Background: an optimization exercise with open tools, aiming at small area, a short achievable clock period and few clock cycles per item. Do not read the settings as production practice. The RTL was checked by simulation tests, not by an equivalence proof against the original design. Power figures rest on the tool's default switching activity, not on a simulated workload.

[design/flow/config.mk]
export PLATFORM = sky130hd
export DESIGN_NAME = mem_stage
export DESIGN_NICKNAME = mem_stage
export VERILOG_FILES = /design/flow/design.v
export SDC_FILE = /design/flow/constraint.sdc
export NUM_CORES = 4
export LEC_CHECK = 0
export CAP_MARGIN = 30
export CORE_MARGIN = 2
export CORE_UTILIZATION = 30
export PLACE_DENSITY = 0.38
export SLEW_MARGIN = 50
export SYNTH_MEMORY_MAX_BITS = 16384
[design/flow/constraint.sdc]
create_clock -name core_clock -period 7.0 [get_ports {clk}]
set_input_delay 1.4000 -clock core_clock [delete_from_list [all_inputs] [get_ports {clk}]]
set_output_delay 1.4000 -clock core_clock [all_outputs]
set_load 0.01 [all_outputs]
[design/flow/design.v]
`default_nettype none
package mem_pkg;
    typedef logic [31:0] word_t;     
    typedef logic [3:0]  wstrobe_t;  
    typedef logic [2:0]  funct3_t;
    typedef logic [4:0]  reg_idx_t;
    localparam funct3_t FUNCT3_LB_SB = 3'd0;
    localparam funct3_t FUNCT3_LH_SH = 3'd1;
    localparam funct3_t FUNCT3_LW_SW = 3'd2;
    localparam funct3_t FUNCT3_LBU   = 3'd4;
    localparam funct3_t FUNCT3_LHU   = 3'd5;
    localparam int MEM_WORDS     = 256;  
    localparam int MEM_ADDR_BITS = 8;    
    typedef struct packed {
        funct3_t     funct3;
        logic        is_store;
        reg_idx_t    rd;
        word_t       base;
        logic [11:0] imm;         
        word_t       store_data;
    } mem_req_t;
    typedef struct packed {
        funct3_t  funct3;
        logic     is_store;    
        logic     is_load;
        reg_idx_t rd;
        word_t    address;
        word_t    store_data;
        logic     fault;
    } mem_acc_t;
    typedef struct packed {
        reg_idx_t rd;
        word_t    load_data;   
        logic     fault;
        logic     was_store;
    } mem_rsp_t;
endpackage
`default_nettype wire
`default_nettype none
module mem_agu (
    input  bit                clk,
    input  bit                rst_n,
    input  bit                req_valid,
    input  mem_pkg::mem_req_t req,
    output bit                acc_valid,
    output mem_pkg::mem_acc_t acc
);
    mem_pkg::word_t address;     
    logic           bad_code;    
    logic           misaligned;
    logic           fault;
    assign address = req.base + {{20{req.imm[11]}}, req.imm};
    always_comb begin
        bad_code   = 1'b0;
        misaligned = 1'b0;
        case (req.funct3)
            mem_pkg::FUNCT3_LB_SB : misaligned = 1'b0;  
            mem_pkg::FUNCT3_LBU   : bad_code   = req.is_store;
            mem_pkg::FUNCT3_LH_SH : misaligned = address[0];
            mem_pkg::FUNCT3_LHU   : begin
                bad_code   = req.is_store;  
                misaligned = address[0];
            end
            mem_pkg::FUNCT3_LW_SW : misaligned = |address[1:0];
            default               : bad_code   = 1'b1;
        endcase
    end
    assign fault = bad_code | misaligned;
    always_ff @(posedge clk) begin
        if (!rst_n) begin
            acc_valid <= 1'b0;
        end else begin
            acc_valid <= req_valid;
        end
    end
    always_ff @(posedge clk) begin
        if (req_valid) begin
            acc.funct3     <= req.funct3;
            acc.is_store   <= req.is_store & ~fault;  
            acc.is_load    <= ~req.is_store;
            acc.rd         <= req.rd;
            acc.address    <= address;
            acc.store_data <= req.store_data;
            acc.fault      <= fault;
        end
    end
endmodule
`default_nettype wire
`default_nettype none
module mem_align (
    input  bit                acc_valid,
    input  mem_pkg::mem_acc_t acc,
    input  mem_pkg::word_t    rdata,
    output mem_pkg::wstrobe_t wstrobe,
    output mem_pkg::word_t    wdata,
    output mem_pkg::word_t    load_data
);
    logic       store_enable;
    logic [1:0] align_byte;   
    logic       align_half;   
    logic [7:0]  rdata_byte;
    logic [15:0] rdata_half;
    assign store_enable = acc_valid & acc.is_store;
    assign align_byte   = acc.address[1:0];
    assign align_half   = acc.address[1];
    always_comb begin
        wstrobe = '0;
        case (acc.funct3)
            mem_pkg::FUNCT3_LB_SB : begin
                wdata   = {4{acc.store_data[7:0]}};
                wstrobe = mem_pkg::wstrobe_t'(store_enable) << align_byte;
            end
            mem_pkg::FUNCT3_LH_SH : begin
                wdata   = {2{acc.store_data[15:0]}};
                wstrobe = align_half ? {{2{store_enable}}, 2'b00}
                                     : {2'b00, {2{store_enable}}};
            end
            mem_pkg::FUNCT3_LW_SW : begin
                wdata   = acc.store_data;
                wstrobe = {4{store_enable}};
            end
            default : begin
                wdata   = acc.store_data;  
            end
        endcase
    end
    assign rdata_byte = rdata[{align_byte, 3'b000} +: 8];
    assign rdata_half = rdata[{align_half, 4'b0000} +: 16];
    always_comb begin
        case (acc.funct3)
            mem_pkg::FUNCT3_LB_SB : load_data = {{24{rdata_byte[7]}}, rdata_byte};
            mem_pkg::FUNCT3_LBU   : load_data = {24'h0, rdata_byte};
            mem_pkg::FUNCT3_LH_SH : load_data = {{16{rdata_half[15]}}, rdata_half};
            mem_pkg::FUNCT3_LHU   : load_data = {16'h0, rdata_half};
            default               : load_data = rdata;  
        endcase
    end
endmodule
`default_nettype wire
`default_nettype none
module data_ram (
    input  bit                                  clk,
    input  logic [mem_pkg::MEM_ADDR_BITS-1:0]   word_addr,
    input  mem_pkg::wstrobe_t                   wstrobe,
    input  mem_pkg::word_t                      wdata,
    output mem_pkg::word_t                      rdata
);
    logic [7:0] mem0 [mem_pkg::MEM_WORDS];
    logic [7:0] mem1 [mem_pkg::MEM_WORDS];
    logic [7:0] mem2 [mem_pkg::MEM_WORDS];
    logic [7:0] mem3 [mem_pkg::MEM_WORDS];
    always_ff @(posedge clk) begin
        if (wstrobe[0]) mem0[word_addr] <= wdata[7:0];
        if (wstrobe[1]) mem1[word_addr] <= wdata[15:8];
        if (wstrobe[2]) mem2[word_addr] <= wdata[23:16];
        if (wstrobe[3]) mem3[word_addr] <= wdata[31:24];
    end
    assign rdata = {mem3[word_addr], mem2[word_addr], mem1[word_addr], mem0[word_addr]};
endmodule
`default_nettype wire
`default_nettype none
module load_writeback (
    input  bit                clk,
    input  bit                rst_n,
    input  bit                acc_valid,
    input  mem_pkg::mem_acc_t acc,
    input  mem_pkg::word_t    load_data,
    output bit                rsp_valid,
    output mem_pkg::mem_rsp_t rsp
);
    logic load_ok;  
    assign load_ok = acc.is_load & ~acc.fault;
    always_ff @(posedge clk) begin
        if (!rst_n) begin
            rsp_valid <= 1'b0;
        end else begin
            rsp_valid <= acc_valid;
        end
    end
    always_ff @(posedge clk) begin
        if (acc_valid) begin
            rsp.rd        <= acc.rd;
            rsp.load_data <= load_ok ? load_data : '0;
            rsp.fault     <= acc.fault;
            rsp.was_store <= ~acc.is_load;  
        end
    end
endmodule
`default_nettype wire
`default_nettype none
module mem_stage_top (
    input  bit                clk,
    input  bit                rst_n,
    input  bit                req_valid,
    input  mem_pkg::mem_req_t req,
    output bit                rsp_valid,
    output mem_pkg::mem_rsp_t rsp
);
    bit                                acc_valid;
    mem_pkg::mem_acc_t                 acc;
    mem_pkg::wstrobe_t                 wstrobe;
    mem_pkg::word_t                    wdata;
    mem_pkg::word_t                    rdata;
    mem_pkg::word_t                    load_data;
    logic [mem_pkg::MEM_ADDR_BITS-1:0] word_addr;
    assign word_addr = acc.address[mem_pkg::MEM_ADDR_BITS+1:2];  
    mem_agu u_agu (
        .clk       (clk),
        .rst_n     (rst_n),
        .req_valid (req_valid),
        .req       (req),
        .acc_valid (acc_valid),
        .acc       (acc)
    );
    mem_align u_align (
        .acc_valid (acc_valid),
        .acc       (acc),
        .rdata     (rdata),
        .wstrobe   (wstrobe),
        .wdata     (wdata),
        .load_data (load_data)
    );
    data_ram u_ram (
        .clk       (clk),
        .word_addr (word_addr),
        .wstrobe   (wstrobe),
        .wdata     (wdata),
        .rdata     (rdata)
    );
    load_writeback u_wb (
        .clk       (clk),
        .rst_n     (rst_n),
        .acc_valid (acc_valid),
        .acc       (acc),
        .load_data (load_data),
        .rsp_valid (rsp_valid),
        .rsp       (rsp)
    );
endmodule
`default_nettype wire
`default_nettype none
module mem_stage (
    input  wire        clk,
    input  wire        rst_n,
    input  wire        req_valid,
    input  wire [2:0]  req_funct3,
    input  wire        req_is_store,
    input  wire [4:0]  req_rd,
    input  wire [31:0] req_base,
    input  wire [11:0] req_imm,
    input  wire [31:0] req_store_data,
    output wire        rsp_valid,
    output wire [4:0]  rsp_rd,
    output wire [31:0] rsp_load_data,
    output wire        rsp_fault,
    output wire        rsp_was_store
);
    mem_pkg::mem_req_t req;
    mem_pkg::mem_rsp_t rsp;
    bit                rsp_valid_b;
    assign req.funct3     = req_funct3;
    assign req.is_store   = req_is_store;
    assign req.rd         = req_rd;
    assign req.base       = req_base;
    assign req.imm        = req_imm;
    assign req.store_data = req_store_data;
    mem_stage_top u_top (
        .clk       (clk),
        .rst_n     (rst_n),
        .req_valid (req_valid),
        .req       (req),
        .rsp_valid (rsp_valid_b),
        .rsp       (rsp)
    );
    assign rsp_valid     = rsp_valid_b;
    assign rsp_rd        = rsp.rd;
    assign rsp_load_data = rsp.load_data;
    assign rsp_fault     = rsp.fault;
    assign rsp_was_store = rsp.was_store;
endmodule
`default_nettype wire
[design/flow/run.sh]
#!/bin/bash
# synth_recipe.tcl (not shown) runs the flow's synth.tcl, then flattens the netlist and writes it again
# the make line also repeats each setting of config.mk as NAME=value (left out here)
make -C /OpenROAD-flow-scripts/flow DESIGN_CONFIG=/design/flow/config.mk WORK_HOME=/design/flow/orfs CLKGATE_MAP_FILE= SYNTH_SCRIPT=/design/flow/synth_recipe.tcl finish
==> impl_metrics.json <==
{
  "outcome": "finished clean",
  "synth_flop_cell": "edfxtp_1",
  "fin_cells": 31103,
  "final_core_util": 0.354,
  "synth_cell_types": 87,
  "fin_crit_sh": 0.794,
  "synth_seq_cells": 8294,
  "crit_top_cell": "buf_4",
  "dp.cells": 29341,
  "p_total_mw": 124,
  "hold_viol": 0,
  "grt_pass1_vias": 162034,
  "cts_tree": "done",
  "drt-wirelength-per-cell_um": 38.3,
  "grt_pass1_wl_um": 1570000,
  "tightest_slew_ps": 843,
  "avgSynthCellArea_um2": 21.9,
  "htreeDepth": 6,
  "crit_buf_inv": 6,
  "routed_wl_um": 1190000,
  "clock_latency_ps": 1230,
  "dieArea_um2": 1090000,
  "drc_errors": 0,
  "fp-row-count": 381,
  "yosysTopAreaCellShare": 0.769,
  "powerDensity_nw_per_um2": 326,
  "drt_iter0_drc": 19418,
  "dp_slack_ps": 1340,
  "cp-start-kind": "register",
  "critPathMaxFanout": 24,
  "fin_area_um2": 380000,
  "critPathTopFamily": "buffers and inverters",
  "timing.fmax_mhz": 180,
  "netlist_area_um2": 324000,
  "routabilityCongestion": 0.868,
  "ff2ff_setup_slack_ps": 1440,
  "rsz0062_at_grt": "no",
  "num_io_pins": 128,
  "synth_area_leader_cell": "edfxtp_1",
  "max_stage_delay_ps": 790,
  "worstPathRequired_ps": 7940,
  "relSlewSlack": 0.436,
  "clkTransAtPathRegs_ps": 60,
  "placed_cell_area_um2": 351000,
  "ys_top_cells_by_area": "edfxtp_1 77%, mux4_2 15%, nor2_1 1.4%, mux2i_1 1.3%, nand2_1 0.66%",
  "clockBufferDepth": 5,
  "peakVddDrop_mv": 0.219,
  "syn_nets": 14904,
  "arrival_ps": 6500,
  "ys.warnings.count": 4,
  "synth_edf_count": 8284,
  "antenna_left": 0,
  "syn_to_final_growth_pct": 17.5,
  "crit_slowest_cell": "dfxtp_4",
  "layout_min_cycle_time_ps": 5560,
  "numClockSinks": 8294,
  "crit_path_end_kind": "register",
  "maxCapViolCount": 0,
  "grt_overflow": 0,
  "async_flop_share": 0,
  "cts_root_buf": "clkbuf_16",
  "cts_hold_buf": 0,
  "die_h_um": 1040,
  "post_cts_resized": 0,
  "vias": 162216,
  "die_x_um": 1040,
  "place_hpwl_um": 824000,
  "cts_buffers": 913,
  "start_util": 0.301,
  "port_buffers": 103,
  "antenna_found_initial": 97,
  "yosysSeqAreaShare": 0.769,
  "fin_nets": 16018,
  "postSynthCellCount": 14806,
  "p_leak_nw": 117,
  "grt_max_degree": 148,
  "coreArea_um2": 1080000,
  "clock_skew_ps": 57.1,
  "crit_type": "register to register",
  "critical_path.cell_chain": "buf_12, buf_12, buf_4, buf_4, mux4_2, nand2_1, nand3_1, nor4_2, buf_4, a22o_1, or3_1, o21ai_0, a22oi_2, buf_4, o21ai_0",
  "slew_viol_final": 0,
  "hold_path_class": "register to register",
  "vias_per_cell": 5.22,
  "post-cts-setup-buffers": 0,
  "gr-usage-all-layers": 0.214,
  "drt_pass1_iterations": 6,
  "setup_violations": 0,
  "setup_ws_ps": 1440,
  "drive_gt1_frac": 0.338
}
[layout make-up]
cell class,instances,area [um^2]
multi-input combinational,5637,73200
fill,99635,695000
sequential,8294,249000
timing repair buffer,1056,11600
antenna,55,138
inverter,18,109
tap,14362,18000
clock inverter,570,4560
clock buffer,1111,23900
[synthesized netlist by cell type, types with 43 or more instances]
library cell,instances
buf_1,48
a21oi_1,149
o221ai_1,105
edfxtp_1,8284
nor2_1,1181
nor3_1,95
mux4_1,43
buf_6,99
mux4_2,2109
nand3_1,73
buf_4,137
o21ai_0,75
o22ai_1,207
buf_12,50
clkbuf_1,234
a211oi_1,57
mux2_2,52
buf_2,227
mux2i_1,432
nand2_1,565
a22oi_1,81
buf_8,50
[where the power goes]
part	total [mW]	switching [mW]	internal, mW
Combinational	21.2	13.8	7.37
Sequential	55.8	0.235	55.6
Clock	47.0	20.5	26.5
[metrics by stage]
step	TNS, ps	hold WS [ps]
after floorplan	-3292050	400
after global placement	0	400
after detailed placement	0	406
after CTS	0	420
after global routing	0	432
final	0	418
[worst paths after layout]
| kind | startpoint | end | depth (start not counted) |
|---|---|---|---|
| worst max-delay path | register | u_top.u_wb.rsp[20]$_SDFFCE_PN0P_ | 15 |
| worst min register to register | u_top.u_agu.acc[67]$_DFFE_PP_ | u_top.u_wb.rsp[36]$_DFFE_PP_ | 0 |
| worst min-delay path | u_top.u_agu.acc[67]$_DFFE_PP_ | u_top.u_wb.rsp[36]$_DFFE_PP_ | 0 |
| worst max register to register | register | u_top.u_wb.rsp[20]$_SDFFCE_PN0P_ | 15 |
[registers in the layout, summed over array words and instances (netlist names), named ones only]
signal and count:
u_top.u_ram.mem0 2048, u_top.u_ram.mem1 2048, u_top.u_ram.mem2 2048, u_top.u_ram.mem3 2048, u_top.u_agu.acc 53, u_top.u_wb.rsp 39
u_top.u_agu.acc_valid 1, u_top.u_wb.rsp_valid 1
[per-layer routing]
metal,vias up,wire length [um],track usage
met4,14,26000,0.0462
met2,5401,534000,0.324
met5,-,99,0
met3,1194,82200,0.0441
li1,64587,-,-
met1,91020,548000,0.318
[layout by cell type, fill, tap and decap left out, types with 20 or more instances in the layout]
cell type and n:
a211oi_1 49, mux2_2 36, buf_6 37, mux4_2 2109, nor2_4 113, nor3_1 69, mux2i_1 426, o22ai_1 187
o22ai_2 20, nor2_2 757, and2_1 28, clkdlybuf4s50_1 102, a22oi_1 81, mux4_1 43, buf_16 52, nand2_1 352
diode_2 55, clkbuf_16 929, clkinvlp_4 23, o21ai_0 67, a221oi_1 21, clkbuf_1 182, nand2_2 192, buf_8 30
edfxtp_1 8284, nand3_1 67, nor2_1 312, clkinv_1 249, nor2b_1 20, clkinv_2 195, o221ai_1 103, a21oi_1 133
bufinv_16 63, buf_4 673, nor4_1 22, buf_12 157, a31oi_1 33
[cells by family after synthesis]
| kind of cell | share of synthesized area |
|---|---|
| xor+xnor | 0.000244 |
| buf+inv | 0.0194 |
| compound gates | 0.0185 |
| simple gates | 0.0269 |
| flops | 0.769 |
| mux | 0.165 |
| fa+ha+maj | 0.000410 |
Testbench counts, summed over its fixed seeds: cycles 12,004, items 12,000.

## separate check: timing with driven ports
No port has a modelled driver above. Below, the same layout with a new extraction and two added sets of constraints. Step 1 assumes that a clkbuf_16 drives the clock port and a buf_2 every other input. Step 2, shift: input delay + t, output delay - t, t = (earliest + latest rising clock arrival at the registers) / 2. This alone moves slack from input paths to output paths. a / b / c = ideal / step 1 / step 2; a / b = the first two.
shift t [ns]: 1.331
setup WS [ns]: 1.443 / 1.443 / 1.443
hold WS [ns]: 0.418 / 0.418 / 0.418
worst setup path at the end: register to register
worst register clock-pin slew, ns: 0.07 / 0.07
After both steps this run still meets setup and hold. For this run, drivers alone change the setup slack by 0.000 ns; drivers and shift together by 0.000 ns.
